What follows belongs to an exercise in optimizing a design on an open flow for small area; a production flow would make more cautious choices.
Function was checked by simulation only, so behaviour that the tests miss may differ from the original.
Power is estimated from default activity; no workload was simulated.

`design.v`:
```
module coherent_dcache #(
   parameter int SETS  = 16,
   parameter int CPUID = 0
) (
   input  logic        CLK,
   input  logic        nRST,
   input  logic        dmemREN,
   input  logic        dmemWEN,
   input  logic [31:0] dmemaddr,
   input  logic [31:0] dmemstore,
   input  logic        halt,
   output logic [31:0] dmemload,
   output logic        dhit,
   output logic        flushed,
   output logic        dREN,
   output logic        dWEN,
   output logic [31:0] daddr,
   output logic [31:0] dstore,
   input  logic [31:0] dload,
   input  logic        dwait,
   output logic        cctrans,
   output logic        ccwrite,
   input  logic        ccwait,
   input  logic        ccinv,
   input  logic [31:0] ccsnoopaddr
);
   localparam int IW = $clog2(SETS);
   localparam logic [2:0] K_IDLE = 3'd0, K_WB = 3'd1, K_FILL = 3'd2, K_SNP = 3'd3,
                          K_FLUSH = 3'd4, K_FWB = 3'd5, K_DONE = 3'd6;
   logic [2:0]    kind_q, kind_d;
   logic          ph_q, ph_d;
   logic [IW-1:0] flush_idx_q, flush_idx_d;
   logic [24:0]   tag_q  [SETS];
   logic          v_q    [SETS];
   logic          m_q    [SETS];
   logic          idle_like, snoop_ok, use_snp, use_flush, xfer;
   logic          rd_off;
   logic [24:0]   rd_tag, cmp_tag;
   logic [31:0]   rd_word;
   logic          rd_v, rd_m, hit;
   logic          unused_bits;
   logic          rd_den, tag_we;
   logic          st_we, st_v, st_m, d_we;
   logic [31:0]   d_wdata;
   assign idle_like = (kind_q == K_IDLE) || (kind_q == K_FLUSH) || (kind_q == K_DONE);
   assign snoop_ok  = ccwait && idle_like;
   assign use_snp   = snoop_ok || (kind_q == K_SNP);
   assign use_flush = (kind_q == K_FLUSH) || (kind_q == K_FWB);
   assign xfer      = (kind_q == K_WB) || (kind_q == K_FWB) || (kind_q == K_FILL) ||
                      (kind_q == K_SNP);
   logic [IW-1:0] oth_idx;
   assign oth_idx = (kind_q == K_SNP) ? ccsnoopaddr[6:3] : use_flush ? flush_idx_q : dmemaddr[6:3];
   assign rd_off  = xfer ? ph_q : dmemaddr[2];
   logic [SETS-1:0]   fsel_n;
   logic [2*SETS-1:0] wsel_n;
   logic [31:0]       data_n_q [2*SETS];
   logic              grp;
   always_comb begin
      for (int i = 0; i < SETS; i++) begin
         fsel_n[i]     = snoop_ok ? (ccsnoopaddr[6:3] != IW'(i)) : (oth_idx != IW'(i));
         wsel_n[2*i]   = !(!fsel_n[i] && rd_den && !rd_off);
         wsel_n[2*i+1] = !(!fsel_n[i] && rd_den && rd_off);
      end
      for (int b = 0; b < 25; b++) begin
         rd_tag[b] = 1'b1;
         for (int g = 0; g < SETS; g += 8) begin
            grp = 1'b0;
            for (int p = g; p < g + 8; p += 2)
               grp = grp | !((fsel_n[p] | tag_q[p][b]) & (fsel_n[p+1] | tag_q[p+1][b]));
            rd_tag[b] = rd_tag[b] & !grp;
         end
      end
      rd_v = 1'b1;
      rd_m = 1'b1;
      for (int g = 0; g < SETS; g += 8) begin
         grp = 1'b0;
         for (int p = g; p < g + 8; p += 2)
            grp = grp | !((fsel_n[p] | v_q[p]) & (fsel_n[p+1] | v_q[p+1]));
         rd_v = rd_v & !grp;
         grp = 1'b0;
         for (int p = g; p < g + 8; p += 2)
            grp = grp | !((fsel_n[p] | m_q[p]) & (fsel_n[p+1] | m_q[p+1]));
         rd_m = rd_m & !grp;
      end
      rd_m = rd_m & rd_v;
      for (int b = 0; b < 32; b++) begin
         rd_word[b] = 1'b1;
         for (int g = 0; g < 2*SETS; g += 8) begin
            grp = 1'b0;
            for (int p = g; p < g + 8; p += 2)
               grp = grp | !((wsel_n[p] | data_n_q[p][b]) & (wsel_n[p+1] | data_n_q[p+1][b]));
            rd_word[b] = rd_word[b] & !grp;
         end
         rd_word[b] = !rd_word[b];
      end
   end
   assign rd_den  = !snoop_ok && (kind_q != K_FILL);
   assign cmp_tag = snoop_ok ? ccsnoopaddr[31:7] : dmemaddr[31:7];
   assign hit     = rd_v && (rd_tag == cmp_tag);
   assign flushed  = (kind_q == K_DONE);
   assign dmemload = rd_word;
   assign dstore   = rd_word;
   assign unused_bits = ^{dmemaddr[1:0], ccsnoopaddr[2:0], 32'(CPUID)};
   always_comb begin
      kind_d      = kind_q;
      ph_d        = ph_q;
      flush_idx_d = flush_idx_q;
      dhit        = 1'b0;
      dREN        = 1'b0;
      dWEN        = 1'b0;
      daddr       = 32'h0;
      cctrans     = 1'b0;
      ccwrite     = 1'b0;
      st_we       = 1'b0;
      st_v        = 1'b0;
      st_m        = 1'b0;
      d_we        = 1'b0;
      d_wdata     = dload;
      tag_we      = 1'b0;
      if (snoop_ok) begin
         if (hit && rd_m) begin
            cctrans = 1'b1;
            kind_d  = K_SNP;
            ph_d    = 1'b0;
         end else if (hit && ccinv) begin
            st_we = 1'b1;
         end
      end else begin
         case (kind_q)
            K_IDLE: begin
               if (halt) begin
                  kind_d = K_FLUSH;
               end else if (dmemREN && hit) begin
                  dhit = 1'b1;
               end else if (dmemWEN && hit && rd_m) begin
                  dhit    = 1'b1;
                  d_we    = 1'b1;
                  d_wdata = dmemstore;
               end else if (dmemREN || dmemWEN) begin
                  ph_d = 1'b0;
                  if (!hit && rd_m) begin
                     kind_d = K_WB;
                  end else begin
                     st_we  = 1'b1;
                     tag_we = 1'b1;
                     kind_d = K_FILL;
                  end
               end
            end
            K_WB, K_FWB: begin
               dWEN   = 1'b1;
               daddr  = {rd_tag, oth_idx, rd_off, 2'b00};
               if (!dwait) begin
                  ph_d = ~ph_q;
                  if (ph_q) begin
                     st_we  = 1'b1;
                     tag_we = (kind_q == K_WB);
                     kind_d = (kind_q == K_WB) ? K_FILL : K_FLUSH;
                  end
               end
            end
            K_FILL: begin
               dREN    = 1'b1;
               cctrans = 1'b1;
               ccwrite = dmemWEN;
               daddr   = {rd_tag, oth_idx, rd_off, 2'b00};
               if (!dwait) begin
                  d_we = 1'b1;
                  ph_d = ~ph_q;
                  if (ph_q) begin
                     st_we  = 1'b1;
                     st_v   = 1'b1;
                     st_m   = dmemWEN;
                     kind_d = K_IDLE;
                  end
               end
            end
            K_SNP: begin
               cctrans = 1'b1;
               daddr   = {rd_tag, oth_idx, rd_off, 2'b00};
               if (!dwait) begin
                  ph_d = ~ph_q;
                  if (ph_q) begin
                     st_we  = 1'b1;
                     st_v   = ~ccinv;
                     kind_d = K_IDLE;
                  end
               end
            end
            K_FLUSH: begin
               if (rd_m) begin
                  kind_d = K_FWB;
                  ph_d   = 1'b0;
               end else if (flush_idx_q == IW'(SETS - 1)) begin
                  kind_d = K_DONE;
               end else begin
                  flush_idx_d = flush_idx_q + {{(IW-1){1'b0}}, 1'b1};
               end
            end
            K_DONE: ;
            default: kind_d = K_IDLE;
         endcase
      end
   end
   always_ff @(posedge CLK or negedge nRST) begin
      if (!nRST) begin
         kind_q      <= K_IDLE;
         ph_q        <= 1'b0;
         flush_idx_q <= '0;
      end else begin
         kind_q      <= kind_d;
         ph_q        <= ph_d;
         flush_idx_q <= flush_idx_d;
      end
   end
   always_ff @(posedge CLK or negedge nRST) begin
      if (!nRST) begin
         for (int i = 0; i < SETS; i++) v_q[i] <= 1'b0;
      end else begin
         for (int i = 0; i < SETS; i++) if (st_we && !fsel_n[i]) v_q[i] <= st_v;
      end
   end
   always_ff @(posedge CLK) begin
      for (int i = 0; i < SETS; i++) if (st_we && !fsel_n[i]) m_q[i] <= st_m;
   end
   always_ff @(posedge CLK) begin
      for (int i = 0; i < SETS; i++) begin
         if (d_we && !fsel_n[i] && !rd_off) data_n_q[2*i]   <= ~d_wdata;
         if (d_we && !fsel_n[i] && rd_off)  data_n_q[2*i+1] <= ~d_wdata;
         if (tag_we && !fsel_n[i])          tag_q[i]        <= dmemaddr[31:7];
      end
   end
endmodule
```
`flow/run.sh`:
```
#!/bin/bash
# The standard layout, with three changes to how it is made:
#  - synthesis maps logic with an area-oriented ABC script (choice computation
#    and amap, then a remap with a 4 ns delay target; no buffering or upsizing:
#    the later repair steps size what timing needs). Registers are mapped by
#    the unchanged standard script, before ABC.
#  - port buffers are buf_1 cells instead of the default delay-buffer cells.
#  - the clock tree uses clkbuf_8 sink clusters and no dummy loads.
set -euo pipefail
rm -rf scripts_area
cp -r "$FLOW_HOME/scripts" scripts_area
printf 'strash\ndch\namap -F 3 -A 8\nstrash\ndch -f\nmap -D 4000\ntopo\n' > scripts_area/abc_area.script
SCRIPTS_DIR="$PWD/scripts_area" bash standard.sh synth > synth.log 2>&1
export BUFFER_PORTS_ARGS="-buffer_cell sky130_fd_sc_hd__buf_1"
export CTS_ARGS="-sink_clustering_enable -repair_clock_nets -dont_use_dummy_load -buf_list sky130_fd_sc_hd__clkbuf_8 -sink_clustering_size 16 -sink_clustering_max_diameter 60"
bash standard.sh > layout.log 2>&1
```
`standard.sh`:
```
#!/bin/bash
# synth_recipe.tcl (not shown) runs the flow's synth.tcl, then flattens the netlist and writes it again
# the make line also repeats each setting of config.mk as NAME=value (left out here)
make -C /OpenROAD-flow-scripts/flow DESIGN_CONFIG=/design/flow/config.mk WORK_HOME=/design/flow/orfs CLKGATE_MAP_FILE= SYNTH_SCRIPT=/design/flow/synth_recipe.tcl "${@:-finish}"
```
`config.mk`:
```
export PLATFORM = sky130hd
export DESIGN_NAME = coherent_dcache
export DESIGN_NICKNAME = coherent_dcache
export VERILOG_FILES = /design/flow/design.v
export SDC_FILE = /design/flow/constraint.sdc
export NUM_CORES = 4
export LEC_CHECK = 0
export ABC_AREA = 1
export CAP_MARGIN = 10
export CORE_MARGIN = 2
export CORE_UTILIZATION = 65
export PLACE_DENSITY = 0.9
export SETUP_SLACK_MARGIN = 0.2
export SLEW_MARGIN = 10
```
`constraint.sdc`:
```
create_clock -name core_clock -period 10.0 [get_ports {CLK}]
set_input_delay 2.0000 -clock core_clock [delete_from_list [all_inputs] [get_ports {CLK}]]
set_output_delay 2.0000 -clock core_clock [all_outputs]
set_load 0.01 [all_outputs]
```
==> results.sh <==
export IMPL_cts_tree="yes"
export IMPL_clkTransAtPathRegs_ps=100
export IMPL_drtIter0Drc=7375
export IMPL_post_cts_buffers=0
export IMPL_ctsResizeCount=0
export IMPL_finalSetupTns_ps=0
export IMPL_max_slew_margin_rel=0.129
export IMPL_ys_warn_count=5
export IMPL_cts_buffers=104
export IMPL_ys_seq_area_frac=0.828
export IMPL_core_area_um2=80500
export IMPL_netlist_instances=2986
export IMPL_antenna_found_initial=3
export IMPL_start_util=0.657
export IMPL_synth_compound_area_share=0.101
export IMPL_syn_cell_area_um2=52900
export IMPL_timing_rr_end="data_n_q[21][14]"
export IMPL_synthXorXnorAreaFrac=0.00149
export IMPL_synth_most_common_cell="edfxtp_1"
export IMPL_die_x_um=289
export IMPL_hold_viol=0
export IMPL_cts_buffer_depth=3
export IMPL_status="finished clean"
export IMPL_holdBufCountCts=0
export IMPL_dieArea_um2=83700
export IMPL_worstPathMaxFanout=17
export IMPL_gp_congestion=0.909
export IMPL_cts_max_level=3
export IMPL_hold_path_class="flip-flop to flip-flop"
export IMPL_cts_root_buf="clkbuf_8"
export IMPL_ys_seq_elements=1464
export IMPL_syn_to_final_growth_pct=9.31
export IMPL_routedWlPerCell_um=34.3
export IMPL_fin_hold_ws_ps=537
export IMPL_worstSetupStartpointType="input port"
export IMPL_layout_min_cycle_time_ps=9500
export IMPL_avgSynthCellArea_um2=17.7
export IMPL_antenna_left=0
export IMPL_critPathArrivalTime_ps=7500
export IMPL_yosysTopAreaCell="edfxtp_1"
export IMPL_maxCapViolCount=0
export IMPL_min_to="v_q[15]"
export IMPL_dr_pass1_iters=10
export IMPL_muxShareOfSynthArea=0.00794
export IMPL_post_drt_via_cell_ratio=7.65
export IMPL_ir_drop_v=0.000171
export IMPL_yosysTopAreaCellShare=0.817
export IMPL_synth_area_leaders="edfxtp_1 82%, o22ai_1 6.9%, nor3_1 1.4%"
export IMPL_setup_ws_ps=502
export IMPL_fmax_mhz=105
export IMPL_power_leakage_nw=17.5
export IMPL_worst_hold_startpoint="v_q[15]"
export IMPL_grt_ovfl_total=0
export IMPL_routed_wl_um=154000
export IMPL_ys_types=33
export IMPL_cellPowerDensity_nw_per_um2=250
export IMPL_synth_edf_count=1440
export IMPL_num_rows=104
export IMPL_worstReg2RegStart="kind_q[1]"
export IMPL_drive_gt1_frac=0.120
export IMPL_clock_latency_ps=800
export IMPL_whs_path_depth=2
export IMPL_grt_pass1_wl_um=217000
export IMPL_rsz0062_at_grt="no"
export IMPL_cts_sinks=1464
export IMPL_worst_slew_pin_transition_ps=1300
export IMPL_r2r_setup_slack_ps=1840
export IMPL_ys_flop_type="edfxtp_1"
export IMPL_synth_commonest_cells="1440 x edfxtp_1, 581 x o22ai_1, 153 x nor3_1"
export IMPL_slew_viol_final=0
export IMPL_critPathKind="input port to output port"
export IMPL_dp_hpwl_um=83900
export IMPL_grtUsageTotal=0.366
export IMPL_fp_dieH_um=289
export IMPL_dpl_worst_slack_ps=951
export IMPL_fin_crit_sh=0.950
export IMPL_power_mw=14.5
export IMPL_final_util=0.718
export IMPL_vias=34441
export IMPL_synth_top_family_by_area="compound AO/OA/AOI/OAI gates"
export IMPL_end_kind="output port"
export IMPL_grt_max_degree=34
export IMPL_drcViolationCount=0
export IMPL_yosys_area_share_simple=0.0507
export IMPL_grt_pass1_vias=33415
export IMPL_async_flop_share=0.0164
export IMPL_worst_ep_required_time_ps=8000
export IMPL_synthAdderAreaFrac=0.000236
export IMPL_setup_viol=0
export IMPL_r2r_cells=27
export IMPL_port_buffers=230
export IMPL_finClkSkew_ps=147
export IMPL_fillers=4160
export IMPL_final_nets=3578
export IMPL_ios=238
==> placed cells by master, fill, tap and decap left out, drive strengths merged, types with 23 or more instances in the layout <==
| cell type | Yosys | layout |
|---|---|---|
| a21oi | 23 | 23 |
| buf | 34 | 382 |
| clkbuf | 0 | 104 |
| clkinv | 86 | 86 |
| dfrtp | 24 | 24 |
| edfxtp | 1440 | 1440 |
| mux2i | 42 | 42 |
| nand2 | 90 | 90 |
| nand4 | 28 | 28 |
| nor2 | 148 | 148 |
| nor3 | 153 | 153 |
| nor4 | 108 | 108 |
| o21ai | 31 | 31 |
| o221ai | 80 | 80 |
| o22a | 53 | 53 |
| o22ai | 581 | 581 |
==> worst max-delay path by stage <==
stage,start,to,slack (ps),cells past startpoint
2_1_floorplan,ccwait,data_n_q[26][0],230,20
3_3_place_gp,ccwait,dhit,1160,22
3_5_place_dp,ccwait,dhit,950,21
4_1_cts,ccwait,dhit,920,21
5_1_grt,ccwait,dhit,250,22
6_report,ccwait,dhit,500,22
==> critical path, cell delays in order <==
cell and delay (ps):
buf_1 150, clkinv_1 130, nor2_1 130, nand2_2 140, o21ai_0 350, clkinv_1 170, nor2_1 170, clkinv_1 120
nor2_1 340, clkinv_1 880, o22ai_1 510, nor3_1 150, o221ai_1 130, nor2_1 150, a22oi_1 170, o211ai_1 190
nor4_1 270, nand4_1 260, nor2_1 510, nand4_1 210, nor2_1 170, buf_1 170
==> routing by layer <==
metal | global-route usage | part of all wire | vias to the layer above
met5 | 0.00909 | 0.00085 | -
met4 | 0.202 | 0.070 | 6
met3 | 0.122 | 0.18 | 951
met2 | 0.563 | 0.45 | 4066
met1 | 0.464 | 0.29 | 16065
li1 | - | - | 13353
==> metrics by stage <==
stage	instance area (um2)	std cells
floorplan	52900	2987
detailed placement	56400	4395
global route	57900	4500
finish	57900	4502
global placement	56400	4395
CTS	57900	4499
==> where the power goes <==
part           switching (mW)  internal (mW)  total (mW)
combinational            3.53           1.34        4.87
clock                    1.74          0.929        2.67
sequential             0.0586           6.86        6.92
==> sequential cells by signal, summed over array words and instances (netlist names) <==
name / cells
flush_idx_q: 4
ph_q: 1
m_q: 16
tag_q: 400
v_q: 16
kind_q: 3
data_n_q: 1024
==> logic make-up after synthesis <==
group,count (synthesis)
other cells,1
xor+xnor,9
flops,1464
buf+inv,120
compound gates,792
mux,42
simple gates,557
fa+ha+maj,1
==> final cells by class <==
cell class / instances / area (um2) / share of cell area
sequential: 1464 / 43800 / 0.758
antenna: 3 / 7.51 / 0.000130
timing repair buffer: 382 / 2030 / 0.0351
clock buffer: 104 / 1430 / 0.0247
inverter: 86 / 323 / 0.00558
tap: 1060 / 1330 / 0.0229
multi-input combinational: 1403 / 8910 / 0.154

==> port drivers added, routing unchanged <==
No port has a modelled driver above. Below, the same layout with a new extraction and two added sets of constraints. Step 1, drivers: a clkbuf_16 drives CLK and a buf_2 each remaining input, both assumed. Step 2 also shifts input and output timing later by t, the mid clock arrival at the registers, as if the neighbouring blocks saw the same clock. Slacks: no drivers / after step 1 / after step 2; pairs: no drivers / after step 1.
t (ns): 0.791
setup slack, ns: 0.502 / 0.470 / 0.470
worst hold slack (ns): 0.537 / 0.537 / 0.537
After both steps setup and hold are still met in this run. For this run, drivers alone change the setup slack by -0.032 ns; drivers and shift together by -0.032 ns.
